Background: an optimization exercise with open tools, aiming at small area, a short achievable clock period and few clock cycles per item. Do not read the settings as production practice.
At most, simulation tests tie the RTL to the original design; equivalence was not proved.
Power figures rest on the tool's default switching activity, not on a simulated workload.

==> flow/design.v (excerpt) <==
module skinny_core (
   input  wire logic                     clk,
   input  wire logic                     rst,
   input  wire logic                     start,
   input  wire skinny_data_pkg::block_t  plaintext,
   input  wire logic [383:0]             tweakey,
   output logic                          busy,
   output logic                          done,
   output skinny_data_pkg::block_t       ciphertext
);
   localparam int U = 1;
   logic                last_round;
   logic                run, idle, pol;
   logic [6*U-1:0]      rcs;
   logic [64*U-1:0]     rtk;
   logic [127:0]        state_q, tk1_q, tk2_q, tk3_q;
   logic [127:0]        tk1_d, tk2_d, tk3_d;
   skinny_round_ctrl u_ctrl (
      .clk        (clk),
      .rst        (rst),
      .start      (start),
      .last_round (last_round),
      .busy       (busy),
      .done       (done),
      .run        (run),
      .idle       (idle),
      .pol        (pol)
   );
   skinny_round_counter u_counter (
      .clk        (clk),
      .run        (run),
      .idle       (idle),
      .rcs        (rcs),
      .last_round (last_round)
   );
   skinny_tweakey_schedule u_sched (
      .run     (run),
      .idle    (idle),
      .tweakey (tweakey),
      .pol     (pol),
      .tk1_q   (tk1_q),
      .tk2_q   (tk2_q),
      .tk3_q   (tk3_q),
      .rtk     (rtk),
      .tk1_d   (tk1_d),
      .tk2_d   (tk2_d),
      .tk3_d   (tk3_d)
   );
   logic [127:0]        state_nxt;
   skinny_round_datapath u_round (
      .state_in  (state_q),
      .rtk       (rtk),
      .rc        (rcs),
      .plaintext (plaintext),
      .run       (run),
      .idle      (idle),
      .state_nxt (state_nxt)
   );
   always_ff @(posedge clk) begin
      state_q <= state_nxt;
  ...
export LEC_CHECK = 0
export CAP_MARGIN = 20
export CORE_AREA = 2.3 2.72 192.7 192.3
export CTS_BUF_LIST = sky130_fd_sc_hd__clkbuf_16
export CTS_CLUSTER_DIAMETER = 100
export CTS_CLUSTER_SIZE = 24
export DIE_AREA = 0 0 195 195
export PLACE_DENSITY = 0.8
export SETUP_SLACK_MARGIN = 2.2
export SLEW_MARGIN = 20
export SYNTH_HIERARCHICAL = 1
export SYNTH_MINIMUM_KEEP_SIZE = 0
create_clock -name core_clock -period 4.5 [get_ports {clk}]
standard.sh (not shown) runs the stock make flow with config.mk's settings and CLKGATE_MAP_FILE= SYNTH_SCRIPT=/design/flow/synth_recipe.tcl, a recipe that flattens the netlist after the stock synthesis.
==> flow/flow/run.sh <==
#!/bin/bash
set -euo pipefail
bash standard.sh "BUFFER_PORTS_ARGS=-buffer_cell sky130_fd_sc_hd__buf_1" finish > standard_flow.log 2>&1
Testbench counts at the start, summed over its fixed seeds: cycles 16,120, items 384.
Rerun with:
PLACE_DENSITY = not set   (was 0.8)
Cell area barely changes.
Wire length went down by 2.3%.
Global-route usage fell by 0.55 points.
Worst setup slack loses 42 ps.
Fmax shrinks by 1.8%.
Sequential cell count does not change.
Utilization is higher by 0.14 points.
Rerun with:
SETUP_SLACK_MARGIN = 2.3   (was 2.2)
What happened: Global-route usage rose by 0.14 points; utilization increases by 1.5 points; die area does not change; clock skew goes down by 3.1 ps; setup slack improved by 27 ps; sequential share of layout area shrinks by 0.64 points; hold slack barely changes; combinational power increases by about 8%; wire length increases by about 0.9%; synthesized cell count stays the same; area after synthesis does not change.
Rerun with:
PLACE_DENSITY = 0.9   (was not set)
SETUP_SLACK_MARGIN = 2.2   (was 2.3)
Area after synthesis stays the same; worst setup slack degrades by 11 ps; first-iteration DRC count grows by 10%; global-route usage grows by 0.50 points; sequential share of layout area grows by 0.61 points; clock power grows by about 2%; total power shrinks by 2.6%; synthesized cell count does not change; sequential power is about the same; critical path depth shrinks by 8.
Rerun with:
CTS_CLUSTER_SIZE = 28   (was 24)
PLACE_DENSITY = 0.8   (was 0.9)
Clock-buffer cell count is lower by 2.
Routed wire length stays flat.
Sequential share of layout area hardly moves.
Setup slack improved by 12 ps.
Combinational power stays flat.
Global-route usage went down by 0.29 points.
Critical path depth does not change.
Rerun with:
CTS_CLUSTER_SIZE = 24   (was 28)
PLACE_DENSITY = not set   (was 0.8)
SETUP_SLACK_MARGIN = 2.4   (was 2.2)
What happened: The changed run completed with no timing, DRC or antenna violations; wire length is higher by 2.2%; critical path depth rises by 7; via count rises by about 2.2%; final area rises by 6.6%; sequential power climbs by about 3%.

* * *

skinny_core, a different RTL version from the one above (not shown whole).
Size: ~1900 cells after synthesis, ~520 flip-flops, ~650 I/O pins, about 0.020 mm^2 of cells after synthesis.
## skinny_core
module skinny_core (
   input  wire logic                     clk,
   input  wire logic                     rst,
   input  wire logic                     start,
   input  wire skinny_data_pkg::block_t  plaintext,
   input  wire logic [383:0]             tweakey,
   output logic                          busy,
   output logic                          done,
   output skinny_data_pkg::block_t       ciphertext
);
==> flow/config.mk <==
export PLATFORM = sky130hd
export DESIGN_NAME = skinny_core
export DESIGN_NICKNAME = skinny_core
export VERILOG_FILES = /design/flow/design.v
export SDC_FILE = /design/flow/constraint.sdc
export NUM_CORES = 4
export LEC_CHECK = 0
export CAP_MARGIN = 20
export CORE_MARGIN = 2
export CORE_UTILIZATION = 55
export CTS_BUF_LIST = sky130_fd_sc_hd__clkbuf_16
export CTS_CLUSTER_DIAMETER = 100
export CTS_CLUSTER_SIZE = 24
export SETUP_SLACK_MARGIN = 2.0
export SLEW_MARGIN = 20
==> flow/constraint.sdc <==
create_clock -name core_clock -period 4.5 [get_ports {clk}]
set_input_delay 0.9000 -clock core_clock [delete_from_list [all_inputs] [get_ports {clk}]]
set_output_delay 0.9000 -clock core_clock [all_outputs]
set_load 0.01 [all_outputs]
Scripts as last shown in full above: flow/flow/run.sh
Testbench counts at the start, summed over its fixed seeds: cycles 16,120, items 384.
==> next run, changes <==
- CORE_UTILIZATION: 55 -> 65
- CTS_BUF_LIST: sky130_fd_sc_hd__clkbuf_16 -> not set
- CTS_CLUSTER_DIAMETER: 100 -> not set
- CTS_CLUSTER_SIZE: 24 -> not set
- SETUP_SLACK_MARGIN: 2.0 -> 2.2
After rerunning:
- The changed run never finished: it broke off in I/O pin placement (3_2_place_iop), error PPL-0024
- area after synthesis does not change
- synthesized cell count is unchanged
==> next run, changes <==
- CORE_UTILIZATION: 65 -> 55
- CTS_BUF_LIST: not set -> sky130_fd_sc_hd__clkbuf_16
- CTS_CLUSTER_DIAMETER: not set -> 100
- CTS_CLUSTER_SIZE: not set -> 24
- SETUP_SLACK_MARGIN: 2.2 -> 2.1
Outcome: This time the run produced a clean layout. Area after synthesis does not change. Synthesized cell count stays the same.
==> next run, changes <==
- CTS_BUF_LIST: sky130_fd_sc_hd__clkbuf_16 -> sky130_fd_sc_hd__clkbuf_8
- CTS_CLUSTER_DIAMETER: 100 -> not set
- CTS_CLUSTER_SIZE: 24 -> 20
- SETUP_SLACK_MARGIN: 2.1 -> 2.0
What happened: Synthesized area does not change. Final area went up by about 4%. Setup slack got worse by 7.5 ps.
==> next run, changes <==
- CORE_AREA: not set -> 2.3 2.72 192.7 192.3
- CORE_MARGIN: 2 -> not set
- CORE_UTILIZATION: 55 -> not set
- CTS_BUF_LIST: sky130_fd_sc_hd__clkbuf_8 -> sky130_fd_sc_hd__clkbuf_16
- CTS_CLUSTER_DIAMETER: not set -> 100
- CTS_CLUSTER_SIZE: 20 -> 24
- DIE_AREA: not set -> 0 0 195 195
- SETUP_SLACK_MARGIN: 2.0 -> 2.45
- die area is about the same
- clock power drops by 37%
- worst setup slack loses 43 ps
- hold slack loses 6.5 ps
- utilization climbs by 3.5 points
- area after synthesis stays the same
- wire length drops by about 2%
- total power climbs by 5.3%
- clock-buffer cell count drops by 79
- synthesized cell count does not change
- non-clock buffer count climbs by 98

* * *

== the previous run ==
Starting RTL as in the previous note.
export LEC_CHECK = 0
export CAP_MARGIN = 20
export CORE_MARGIN = 2
export CORE_UTILIZATION = 55
export CTS_BUF_LIST = sky130_fd_sc_hd__clkbuf_16
export CTS_CLUSTER_DIAMETER = 100
export CTS_CLUSTER_SIZE = 24
export SETUP_SLACK_MARGIN = 2.2
export SLEW_MARGIN = 20
create_clock -name core_clock -period 4.5 [get_ports {clk}]
Scripts as last shown in full above: flow/flow/run.sh
Testbench counts of the previous run, summed over its fixed seeds: cycles 16,120, items 384.
Input changes introduced in the current run (baseline for comparison: the previous run):
--- a/flow/config.mk
+++ b/flow/config.mk
@@ -6,4 +6,5 @@
 export NUM_CORES = 4
 export LEC_CHECK = 0
+export ABC_AREA = 1
 export CAP_MARGIN = 20
 export CORE_MARGIN = 2
@@ -12,4 +13,4 @@
 export CTS_CLUSTER_DIAMETER = 100
 export CTS_CLUSTER_SIZE = 24
-export SETUP_SLACK_MARGIN = 2.2
+export SETUP_SLACK_MARGIN = 2.0
 export SLEW_MARGIN = 20
--- outcome ---
Count of clock-buffer cells in the layout, the previous run and the current run: larger value in the current run
Going from the previous run to the current run, clock period minus worst slack shrinks by 0.056 ns.
In the current run the worst setup slack turned out 0.056 ns higher than in the previous run.
The leakage power summed over all cells reported for the current run is greater than that of the previous run by about 10%.
Wire length on met3: the current run higher than the previous run
Compared with the previous run, in the current run final cell area excluding filler cells stayed essentially flat, post-route fraction of the period consumed by the critical path fell by 1.2 points, die height higher, sequential share of cell area moved down.
In the flow results for the previous run and the current run, the multi-input logic area is smaller on the current run.
The more densely filled core belongs to the previous run, not the current run.

* * *

skinny_core, a different RTL version from the one above (not shown whole).
Size: roughly 1800 cells after synthesis, about 650 I/O pins, about 22000 um2 of cells after synthesis.
Settings: LEC_CHECK=0, CAP_MARGIN=20, CORE_MARGIN=2, CORE_UTILIZATION=40, SLEW_MARGIN=20; clock period 4.5 ns.
Scripts as last shown in full above: flow/flow/run.sh
Edit:
==> flow/run.sh (new file) <==
#!/bin/bash
# synth_recipe.tcl (not shown) runs the flow's synth.tcl, then flattens the netlist and writes it again
# the make line also repeats each setting of config.mk as NAME=value (left out here)
make -C /OpenROAD-flow-scripts/flow DESIGN_CONFIG=/design/flow/config.mk WORK_HOME=/design/flow/orfs CLKGATE_MAP_FILE= SYNTH_SCRIPT=/design/flow/synth_recipe.tcl finish
Settings changed: ABC_CLOCK_PERIOD_IN_PS set to 2000, SETUP_SLACK_MARGIN set to 2.3.
removed: flow/flow/run.sh
removed: flow/standard.sh
Result:
- The changed run went through all stages and came out clean
- fmax increases by about 14%
- synthesized cell count stays the same
- first-iteration DRC count is higher by 6.6%
- synthesized area does not change
- wire length came out higher by 7.0%
- final cell count increases by 2.5%
- setup slack is better by 0.35 ns
- register-to-register slack improves by 0.35 ns
- clock-buffer cell count went down by 5
- sequential power rises by 3.5%
No run of this note included a check of the RTL's function; only the layout flow was run.

==> what the ideal ports hide <==
In the flow no input, the clock included, has a driving cell. The finished layouts below were timed again as built, in two steps. Step 1 (the two cells are an assumption about what drives the block):
set clk [get_ports {clk}]
set_driving_cell -lib_cell sky130_fd_sc_hd__clkbuf_16 $clk
set_driving_cell -lib_cell sky130_fd_sc_hd__buf_2 [delete_from_list [all_inputs] $clk]
Step 2 times the ports against the registers' clock, not the clock port: input delays grow and output delays shrink by t, the midpoint of the rising clock arrivals with the driver on. Three values: no drivers, after step 1, after step 2; two values: the first two.
run	t (ns)	slack for setup (ns)	slew at the worst register clock pin (ns)
the first run of note 1	0.617	2.233 / 2.174 / 2.243	0.11 / 0.11
the second run of note 1	0.638	2.191 / 2.160 / 2.191	0.11 / 0.11
the third run of note 1	0.633	2.217 / 2.217 / 2.217	0.10 / 0.10
the fourth run of note 1	0.624	2.206 / 2.147 / 2.234	0.11 / 0.11
the fifth run of note 1	0.613	2.218 / 2.160 / 2.226	0.12 / 0.12
the sixth run of note 1	0.647	2.235 / 2.235 / 2.235	0.11 / 0.11
the first run of note 2	0.649	1.953 / 1.953 / 1.953	0.11 / 0.11
the third run of note 2	0.641	2.007 / 2.007 / 2.007	0.11 / 0.11
the fourth run of note 2	0.695	2.000 / 1.999 / 2.000	0.07 / 0.07
the fifth run of note 2	0.645	1.956 / 1.956 / 1.956	0.11 / 0.11
the previous run	0.645	2.044 / 2.044 / 2.044	0.10 / 0.10
the current run	0.655	2.100 / 2.074 / 2.100	0.11 / 0.11
the first run of note 4	0.667	1.606 / 1.606 / 1.606	0.07 / 0.07
the second run of note 4	0.675	1.952 / 1.952 / 1.952	0.06 / 0.06
After both steps every run listed still meets setup and hold.
